What follows belongs to an exercise in optimizing a design on an open flow for small area; a production flow would make more cautious choices. RTL that was checked went through simulation tests only; none was proved equivalent to the original. Power is estimated from default activity; no workload was simulated. The clock port is modelled as an ideal driver; clocking choices that lean on that would not hold on a real chip.

// la_top
module la_top (
  input  logic                  clk_80m,
  input  logic                  arst_n,
  input  logic                  lb_cs_ctrl,
  input  logic                  lb_cs_data,
  input  logic                  lb_wr,
  input  logic                  lb_rd,
  input  logic [word_w-1:0]     lb_wr_d,
  output logic [word_w-1:0]     lb_rd_d,
  output logic                  lb_rd_rdy,
  input  logic                  psu_fault,
  input  logic                  psu_good,
  input  logic [fsm_w-1:0]      psu_fsm,
  input  logic                  tx_cadence,
  input  logic                  tx_waveform,
  input  logic                  tx_receive,
  input  logic [tx_index_w-1:0] tx_index,
  input  logic [adc_w-1:0]      adc_a,
  input  logic [adc_w-1:0]      adc_b
);
  logic                  tick;          
  logic                  pre_tick;
  logic [ts_w-1:0]       timestamp;
  logic [cw_w-1:0]       sample_cw;
  logic                  arm;
  logic                  stop;
  logic                  src_sel;
  logic [1:0]            state;
  logic [cnt_w-1:0]      wr_count;
  logic [ram_addr_w-1:0] rot;
  logic                  pend_vld;
  logic [ram_addr_w-1:0] pend_addr;
  logic                  ins_en;
  logic [1:0]            ins_row;
  logic [ram_addr_w-2:0] rd_idx;
  logic [cw_w-1:0]       rd_data;
  logic                  rd_byp;
  always_ff @(posedge clk_80m or negedge arst_n) begin
    if (!arst_n) begin
      rot <= '0;
    end else begin
      rot <= rot + 1'b1;
    end
  end
  time_base i_time_base (
    .clk_80m   (clk_80m),
    .arst_n    (arst_n),
    .tick      (tick),
  ...
Size in the first run: about 8900 cells after synthesis, roughly 6600 flip-flops, about 110 I/O pins, ~150000 um^2 of cells after synthesis.
Settings: LEC_CHECK=0, CAP_MARGIN=20, CELL_PAD_IN_SITES_DETAIL_PLACEMENT=1, CELL_PAD_IN_SITES_GLOBAL_PLACEMENT=2, CORE_MARGIN=2, CORE_UTILIZATION=50, CTS_BUF_LIST=sky130_fd_sc_hd__clkbuf_8, CTS_CLUSTER_DIAMETER=60, CTS_CLUSTER_SIZE=16, PLACE_DENSITY=0.6, SLEW_MARGIN=20, SYNTH_HIERARCHICAL=1, SYNTH_MEMORY_MAX_BITS=16384, SYNTH_MINIMUM_KEEP_SIZE=0; clock period 12.5 ns.
run.sh (not shown) runs the stock make flow with config.mk's settings and CLKGATE_MAP_FILE= SYNTH_SCRIPT=/design/flow/synth_recipe.tcl, a recipe that flattens the netlist after the stock synthesis.
The baseline passed the timing, design-rule and antenna checks.
Rerun with:
- CAP_MARGIN: 20 -> 0
- CORE_UTILIZATION: 50 -> 40
- CTS_CLUSTER_DIAMETER: 60 -> 70
- CTS_CLUSTER_SIZE: 16 -> 19
- PLACE_DENSITY: 0.6 -> 0.5
- SLEW_MARGIN: 20 -> 0
Setup slack improved by 0.18 ns.
Non-clock buffer count rises by 27.
First-iteration DRC count goes down by 2.0%.
Die area came out higher by about 25%.
Clock-buffer cell count shrinks by 59.
Via count goes down by 0.41%.
Wire length rose by about 6%.
Flip-flop and latch count stays the same.
Sequential power barely changes.
Rerun with:
==> flow/flow/run.sh (new file) <==
#!/bin/bash
# The standard ORFS layout (standard.sh, unchanged synthesis), with two changes:
# ports get a buf_2 buffer instead of the default pick, and CTS adds no dummy loads.
set -euo pipefail
export BUFFER_PORTS_ARGS="-buffer_cell sky130_fd_sc_hd__buf_2"
export CTS_ARGS="-sink_clustering_enable -repair_clock_nets -sink_clustering_size 19 -sink_clustering_max_diameter 70 -buf_list sky130_fd_sc_hd__clkbuf_8 -dont_use_dummy_load"
bash standard.sh > standard.log 2>&1
==> flow/standard.sh (new file) <==
#!/bin/bash
# synth_recipe.tcl (not shown) runs the flow's synth.tcl, then flattens the netlist and writes it again
# the make line also repeats each setting of config.mk as NAME=value (left out here)
make -C /OpenROAD-flow-scripts/flow DESIGN_CONFIG=/design/flow/config.mk WORK_HOME=/design/flow/orfs CLKGATE_MAP_FILE= SYNTH_SCRIPT=/design/flow/synth_recipe.tcl "${@:-finish}"
- CAP_MARGIN: 0 -> 20
- CORE_UTILIZATION: 40 -> 60
- PLACE_DENSITY: 0.5 -> 0.72
- SLEW_MARGIN: 0 -> 20
removed: flow/run.sh
=> Die area fell by a quarter to a third. Synthesized area does not change. Non-clock buffer count shrinks by 61. Routed wire length shrinks by a little under a tenth. Via count climbs slightly.
Rerun with:
- CORE_UTILIZATION: 60 -> 50
- PLACE_DENSITY: 0.72 -> 0.6
What happened: The changed run completed without violations. Hold slack improved by 0.051 ns. Non-clock buffer count increases by 35. Global-route usage decreases by 4.6 points. Cell area came out higher by 0.50%. Die area came out higher by 20%.
Rerun with:
==> flow/run.sh (new file) <==
#!/bin/bash
# synth_recipe.tcl (not shown) runs the flow's synth.tcl, then flattens the netlist and writes it again
# the make line also repeats each setting of config.mk as NAME=value (left out here)
make -C /OpenROAD-flow-scripts/flow DESIGN_CONFIG=/design/flow/config.mk WORK_HOME=/design/flow/orfs CLKGATE_MAP_FILE= SYNTH_SCRIPT=/design/flow/synth_recipe.tcl finish
- CORE_UTILIZATION: 50 -> 55
- CTS_CLUSTER_DIAMETER: 70 -> 45
- CTS_CLUSTER_SIZE: 19 -> 20
- PLACE_DENSITY: 0.6 -> 0.65
removed: flow/flow/run.sh
removed: flow/standard.sh
Combinational power barely changes.
Die area falls by 9.0%.
Total power rises by 15%.
Final area rises by 4.2%.
Utilization rises by 7.9 points.
Non-clock buffer count falls by 25.

Setup of main:
la_top, a different RTL version from the one above (not shown whole).
For scale: about 8900 cells after synthesis, roughly 6600 flip-flops, about 150000 um^2 of cells after synthesis.
==> flow/design.v (excerpt) <==
module la_top (
  input  logic                  clk_80m,
  input  logic                  arst_n,
  input  logic                  lb_cs_ctrl,
  input  logic                  lb_cs_data,
  input  logic                  lb_wr,
  input  logic                  lb_rd,
  input  logic [word_w-1:0]     lb_wr_d,
  output logic [word_w-1:0]     lb_rd_d,
  output logic                  lb_rd_rdy,
  input  logic                  psu_fault,
  input  logic                  psu_good,
  input  logic [fsm_w-1:0]      psu_fsm,
  input  logic                  tx_cadence,
  input  logic                  tx_waveform,
  input  logic                  tx_receive,
  input  logic [tx_index_w-1:0] tx_index,
  input  logic [adc_w-1:0]      adc_a,
  input  logic [adc_w-1:0]      adc_b
);
clock: 12.5 ns
lec_check: 0
cap_margin: 20
cell_pad_in_sites_detail_placement: 1
cell_pad_in_sites_global_placement: 2
core_margin: 2
core_utilization: 50
cts_buf_list: sky130_fd_sc_hd__clkbuf_8
cts_cluster_diameter: 60
cts_cluster_size: 16
place_density: 0.6
slew_margin: 20
synth_hierarchical: 1
synth_memory_max_bits: 16384
synth_minimum_keep_size: 0
Stock flow here: none of the scripts above is used.
For the feature branch, these inputs were changed with respect to main:
--- a/flow/config.mk
+++ b/flow/config.mk
@@ -12,5 +12,5 @@
 export CORE_UTILIZATION = 50
-export CTS_BUF_LIST = sky130_fd_sc_hd__clkbuf_8
-export CTS_CLUSTER_DIAMETER = 60
-export CTS_CLUSTER_SIZE = 16
+export CTS_BUF_LIST = sky130_fd_sc_hd__clkbuf_16
+export CTS_CLUSTER_DIAMETER = 80
+export CTS_CLUSTER_SIZE = 24
 export PLACE_DENSITY = 0.6
==> results.txt <==
Going from main to the feature branch, final total negative setup slack held; arrival time reported for the critical path endpoint went down 0.20 ns; total design power went up about 4%.
Per the comparison of the feature branch with main, post-layout net count moved down; synthesized net count flat; routed wire length about even.
No run of this note included a check of the RTL's function; only the layout flow was run.

la_top, a different RTL version from the one above (not shown whole).
For scale: roughly 8,900 cells after synthesis.
Design la_top, start of the top module:
module la_top (
  input  logic                  clk_80m,
  input  logic                  arst_n,
  input  logic                  lb_cs_ctrl,
  input  logic                  lb_cs_data,
  input  logic                  lb_wr,
  input  logic                  lb_rd,
  input  logic [word_w-1:0]     lb_wr_d,
  output logic [word_w-1:0]     lb_rd_d,
  output logic                  lb_rd_rdy,
  input  logic                  psu_fault,
  input  logic                  psu_good,
  input  logic [fsm_w-1:0]      psu_fsm,
  input  logic                  tx_cadence,
  input  logic                  tx_waveform,
  input  logic                  tx_receive,
  input  logic [tx_index_w-1:0] tx_index,
  input  logic [adc_w-1:0]      adc_a,
  input  logic [adc_w-1:0]      adc_b
);
Settings: LEC_CHECK=0, CAP_MARGIN=20, CELL_PAD_IN_SITES_DETAIL_PLACEMENT=1, CELL_PAD_IN_SITES_GLOBAL_PLACEMENT=2, CORE_MARGIN=2, CORE_UTILIZATION=70, CTS_BUF_LIST=sky130_fd_sc_hd__clkbuf_8, CTS_CLUSTER_DIAMETER=70, CTS_CLUSTER_SIZE=19, PLACE_DENSITY=0.8, SLEW_MARGIN=20, SYNTH_HIERARCHICAL=1, SYNTH_MEMORY_MAX_BITS=16384, SYNTH_MINIMUM_KEEP_SIZE=0; clock period 12.5 ns.
standard.sh (not shown) runs the stock make flow with config.mk's settings and CLKGATE_MAP_FILE= SYNTH_SCRIPT=/design/flow/synth_recipe.tcl, a recipe that flattens the netlist after the stock synthesis.
==> flow/flow/run.sh <==
#!/bin/bash
# The standard ORFS layout (standard.sh, unchanged synthesis), with two changes:
# ports get a buf_2 buffer instead of the default pick, and CTS adds no dummy loads.
set -euo pipefail
export BUFFER_PORTS_ARGS="-buffer_cell sky130_fd_sc_hd__buf_2"
export CTS_ARGS="-sink_clustering_enable -repair_clock_nets -sink_clustering_size 19 -sink_clustering_max_diameter 70 -buf_list sky130_fd_sc_hd__clkbuf_8 -dont_use_dummy_load"
bash standard.sh > standard.log 2>&1
The baseline failed in 5_1_grt.
Edit:
Settings changed: CORE_UTILIZATION 70 to 60, PLACE_DENSITY 0.8 to 0.72.
Effect: With this change the flow completed with no timing, DRC or antenna violations. Area after synthesis is unchanged. Synthesized cell count stays the same.
Edit:
==> flow/flow/run.sh (replaced) <==
#!/bin/bash
# The standard ORFS layout (standard.sh, unchanged synthesis), with two changes:
# ports get a buf_2 buffer instead of the default pick, and CTS adds no dummy loads.
set -euo pipefail
export BUFFER_PORTS_ARGS="-buffer_cell sky130_fd_sc_hd__buf_2"
export CTS_ARGS="-sink_clustering_enable -repair_clock_nets -sink_clustering_size 34 -sink_clustering_max_diameter 80 -buf_list sky130_fd_sc_hd__clkbuf_16 -dont_use_dummy_load"
bash standard.sh > standard.log 2>&1
What happened: Utilization barely changes. Global-route usage stays flat. Final area is about the same. Fmax rose by 0.47%.

la_top with an RTL version that a note above also has.
For scale: about 8900 cells after synthesis, roughly 6600 flip-flops, about 110 I/O pins, ~150000 sq um of cells after synthesis.
Settings: LEC_CHECK=0, CAP_MARGIN=20, CELL_PAD_IN_SITES_DETAIL_PLACEMENT=1, CELL_PAD_IN_SITES_GLOBAL_PLACEMENT=2, CORE_MARGIN=2, CORE_UTILIZATION=50, CTS_BUF_LIST=sky130_fd_sc_hd__clkbuf_8, CTS_CLUSTER_DIAMETER=70, CTS_CLUSTER_SIZE=19, PLACE_DENSITY=0.6, SLEW_MARGIN=20, SYNTH_HIERARCHICAL=1, SYNTH_MEMORY_MAX_BITS=16384, SYNTH_MINIMUM_KEEP_SIZE=0; clock period 12.5 ns.
run.sh (not shown) runs the stock make flow with config.mk's settings and CLKGATE_MAP_FILE= SYNTH_SCRIPT=/design/flow/synth_recipe.tcl, a recipe that flattens the netlist after the stock synthesis.
Stock flow here: none of the scripts above is used.
The baseline produced a clean layout.
Next try:
==> flow/flow/run.sh (new file) <==
#!/bin/bash
# The standard ORFS layout (standard.sh, unchanged synthesis), with two changes:
# ports get a buf_2 buffer instead of the default pick, and CTS adds no dummy loads.
set -euo pipefail
export BUFFER_PORTS_ARGS="-buffer_cell sky130_fd_sc_hd__buf_2"
export CTS_ARGS="-sink_clustering_enable -repair_clock_nets -sink_clustering_size 34 -sink_clustering_max_diameter 80 -buf_list sky130_fd_sc_hd__clkbuf_16 -dont_use_dummy_load"
bash standard.sh > standard.log 2>&1
==> flow/standard.sh (new file) <==
#!/bin/bash
# synth_recipe.tcl (not shown) runs the flow's synth.tcl, then flattens the netlist and writes it again
# the make line also repeats each setting of config.mk as NAME=value (left out here)
make -C /OpenROAD-flow-scripts/flow DESIGN_CONFIG=/design/flow/config.mk WORK_HOME=/design/flow/orfs CLKGATE_MAP_FILE= SYNTH_SCRIPT=/design/flow/synth_recipe.tcl "${@:-finish}"
CORE_UTILIZATION = 60   (was 50)
PLACE_DENSITY = 0.72   (was 0.6)
removed: flow/run.sh
The changed run ran to the end with no violations.
Utilization increases by 10 points.
Final area went down by 1.1%.
Synthesized cell count stays the same.
Maximum frequency is higher by 1.6%.
Worst hold slack stays flat.
Die area fell by 17%.
Worst setup slack is better by 0.12 ns.
Clock skew grows by 0.0071 ns.
Next try:
==> flow/flow/run.sh (replaced) <==
#!/bin/bash
# The standard ORFS layout (standard.sh, unchanged synthesis), with two changes:
# ports get a buf_2 buffer instead of the default pick, and CTS adds no dummy loads.
set -euo pipefail
export BUFFER_PORTS_ARGS="-buffer_cell sky130_fd_sc_hd__buf_2"
export CTS_ARGS="-sink_clustering_enable -repair_clock_nets -sink_clustering_size 11 -sink_clustering_max_diameter 45 -buf_list {sky130_fd_sc_hd__clkbuf_4 sky130_fd_sc_hd__clkbuf_8} -dont_use_dummy_load"
bash standard.sh > standard.log 2>&1
Effect: The new run completed without violations; synthesized cell count stays the same; routed wire length is higher by 1.9%; non-clock buffer count came out higher by 3; design area rose by 2.5%; setup slack improved by 0.018 ns; core utilization rose by 1.6 points; maximum frequency hardly moves; hold slack is worse by 0.021 ns; synthesized area is unchanged; final cell count climbs by 3.8%; clock-buffer cell count climbs by 468.

port drivers added, routing unchanged:
Ports are ideal in the flow. The routed layouts listed here were re-timed in OpenROAD. Step 1 assumes that a clkbuf_16 drives the clock port and a buf_2 every other input. Step 2 moves the port delays by t, midway between the first and last clock arrival at a register: inputs arrive t later, outputs are due t later. That takes back most of the time a late clock gives input paths. Three values: ideal ports, drivers, drivers and shift; two values: the first two.
run | shift t [ns] | setup WS [ns] | clock arrival spread, ns | worst register clock-pin slew, ns | cell pins on the clock port's net
the first run of note 1 | 1.218 | 5.338 / 5.338 / 5.338 | 0.081 / 0.080 | 0.11 / 0.11 | 1
the second run of note 1 | 1.183 | 5.518 / 5.518 / 5.518 | 0.069 / 0.069 | 0.13 / 0.13 | 1
the third run of note 1 | 1.197 | 5.340 / 5.340 / 5.340 | 0.159 / 0.160 | 0.12 / 0.12 | 1
the fourth run of note 1 | 1.164 | 5.128 / 5.128 / 5.128 | 0.110 / 0.111 | 0.12 / 0.12 | 1
the fifth run of note 1 | 1.276 | 5.418 / 5.418 / 5.418 | 0.069 / 0.069 | 0.12 / 0.12 | 1
main | 1.217 | 5.568 / 5.568 / 5.568 | 0.084 / 0.084 | 0.11 / 0.11 | 1
the feature branch | 1.022 | 5.549 / 5.549 / 5.549 | 0.048 / 0.047 | 0.10 / 0.10 | 1
the second run of note 3 | 1.192 | 5.051 / 5.051 / 5.051 | 0.117 / 0.117 | 0.12 / 0.12 | 1
the third run of note 3 | 0.980 | 5.086 / 5.086 / 5.086 | 0.108 / 0.108 | 0.13 / 0.13 | 1
the first run of note 4 | 1.198 | 5.348 / 5.348 / 5.348 | 0.086 / 0.087 | 0.12 / 0.12 | 1
the second run of note 4 | 0.979 | 5.464 / 5.464 / 5.464 | 0.095 / 0.095 | 0.12 / 0.12 | 1
the third run of note 4 | 1.151 | 5.482 / 5.482 / 5.482 | 0.112 / 0.112 | 0.08 / 0.08 | 1
After both steps setup and hold are still met in every run listed.
